This design comes from an exercise in tuning for small area on the open sky130 flow, not from production work. Only simulation tests tie the RTL to the original design; equivalence was not proved. Power figures rest on the tool's default switching activity, not on a simulated workload.

Setup of job 9434:
// synth_top
module synth_top
(
	input  logic clk,
	input  logic trigger,
	input  logic sck,
	input  logic mosi,
	input  logic cs,
	output logic i2s_bck,
	output logic i2s_lrck,
	output logic i2s_din
);
For scale: ~560 cells after synthesis, about 220 flip-flops, ~0.0073 mm2 of cells after synthesis.
Settings: LEC_CHECK=0, CAP_MARGIN=20, CORE_MARGIN=2, CORE_UTILIZATION=70, CTS_BUF_LIST=sky130_fd_sc_hd__clkbuf_8, CTS_CLUSTER_DIAMETER=300, CTS_CLUSTER_SIZE=18, SLEW_MARGIN=20; clock period 10.0 ns.
standard.sh (not shown) runs the stock make flow with config.mk's settings and CLKGATE_MAP_FILE= SYNTH_SCRIPT=/design/flow/synth_recipe.tcl, a recipe that flattens the netlist after the stock synthesis.
==> flow/flow/run.sh <==
#!/bin/bash
# The standard layout (standard.sh), with one change: the clock tree is
# built without balancing dummy loads, in sink clusters of up to 18 behind
# clkbuf_8 buffers, from a clkbuf_4 root. Each tool's output goes to flow.log.
set -euo pipefail
export CTS_ARGS="-sink_clustering_enable -repair_clock_nets -sink_clustering_size 18 -sink_clustering_max_diameter 300 -buf_list sky130_fd_sc_hd__clkbuf_8 -root_buf sky130_fd_sc_hd__clkbuf_4 -dont_use_dummy_load"
bash standard.sh > flow.log 2>&1
Job 9434 | stages: all done | timing, DRC, antenna: all pass
--- input diff job 9434..job 9481 ---
--- a/flow/flow/run.sh
+++ b/flow/flow/run.sh
@@ -6,2 +6,3 @@
 export CTS_ARGS="-sink_clustering_enable -repair_clock_nets -sink_clustering_size 18 -sink_clustering_max_diameter 300 -buf_list sky130_fd_sc_hd__clkbuf_8 -root_buf sky130_fd_sc_hd__clkbuf_4 -dont_use_dummy_load"
+export BUFFER_PORTS_ARGS="-buffer_cell sky130_fd_sc_hd__buf_1"
 bash standard.sh > flow.log 2>&1
### Flow results
Comparing post-route cell area for job 9434 and job 9481, the smaller number came from job 9481.
Initial core utilization: job 9481 vs job 9434 identical
Any difference in final standard cell count with taps included and fillers excluded between job 9481 and job 9434 is small enough to ignore.
On clock skew, job 9434 loses to job 9481.
Delta (job 9481 minus job 9434): worst slack at placement saw a decrease; final design utilization dropped 0.45 points; internal portion of total power was more or less identical; final-layout fill cell count was more or less identical.
Per the comparison of job 9481 with job 9434, switching power share of the total now sits higher, portion of the clock cycle consumed by the worst path in the final layout +1.0 points, clock period minus final worst setup slack shows an increase of 0.10 ns.
diff inputs: job 9481 => job 4622
==> flow/flow/run.sh <==
#!/bin/bash
# The standard layout, with the clock tree built without balancing dummy loads
# and with larger sink clusters; every step's output goes to flow.log here.
set -euo pipefail
export CTS_ARGS="-sink_clustering_enable -repair_clock_nets -sink_clustering_size 18 -sink_clustering_max_diameter 300 -buf_list sky130_fd_sc_hd__clkbuf_8 -dont_use_dummy_load"
bash standard.sh > flow.log 2>&1
Results
Job 4622 went all the way through the flow, and no timing, DRC or antenna check failed.
Taking job 9481 as the reference, in job 4622 wire length climbed 210 um, global-route usage barely changed, share of the core filled with cells in the final layout climbed 0.61 points.
Worst slack at placement, job 9481 and job 4622: higher on job 4622
met3 track demand over resource in global routing for job 4622: 0.37 points down relative to job 9481
Job 9481 leaves less setup margin than job 4622.
Edits applied to the flow inputs when going from job 4622 to job 198:
==> flow/run.sh (new file) <==
#!/bin/bash
# synth_recipe.tcl (not shown) runs the flow's synth.tcl, then flattens the netlist and writes it again
# the make line also repeats each setting of config.mk as NAME=value (left out here)
make -C /OpenROAD-flow-scripts/flow DESIGN_CONFIG=/design/flow/config.mk WORK_HOME=/design/flow/orfs CLKGATE_MAP_FILE= SYNTH_SCRIPT=/design/flow/synth_recipe.tcl finish
removed: flow/flow/run.sh
removed: flow/standard.sh
--- outcome ---
- In terms of sum of routed wire segments on met1, job 198 and job 4622 differ only marginally.
- Looking at part of the total power dissipated in combinational logic across job 4622 and job 198, the one that comes out lower is job 198.
- Status: met2 capacity usage during global routing parity (job 4622, job 198)
- On job 198: share of the final layout cell area in sequential cells is 0.33 points lower than what job 4622 gave.

==> what the ideal ports hide <==
How much do the figures lean on ideal ports? The routed layouts below were timed once more, with nothing changed but the port constraints.
Step 1 sets driving cells, clkbuf_16 on the clock port and buf_2 on the other inputs (assumed; they add their load-dependent delay and slew).
Step 2, shift: input delay + t, output delay - t, t = (earliest + latest rising clock arrival at the registers) / 2. This alone moves slack from input paths to output paths.
Slacks: ideal / step 1 / step 2; pairs: ideal / step 1.
| run | t (ns) | setup slack, ns | worst hold slack (ns) | worst setup path at the end | pins driven straight from the clock port |
|---|---|---|---|---|---|
| job 9434 | 0.591 | 3.879 / 3.879 / 3.879 | 0.309 / 0.309 / 0.309 | register to register | 1 |
| job 9481 | 0.575 | 3.775 / 3.775 / 3.775 | 0.320 / 0.320 / 0.320 | register to register | 1 |
| job 4622 | 0.508 | 3.859 / 3.859 / 3.859 | 0.325 / 0.325 / 0.325 | register to register | 1 |
| job 198 | 0.522 | 3.864 / 3.864 / 3.864 | 0.328 / 0.328 / 0.328 | register to register | 1 |
After both steps every run listed still meets setup and hold.
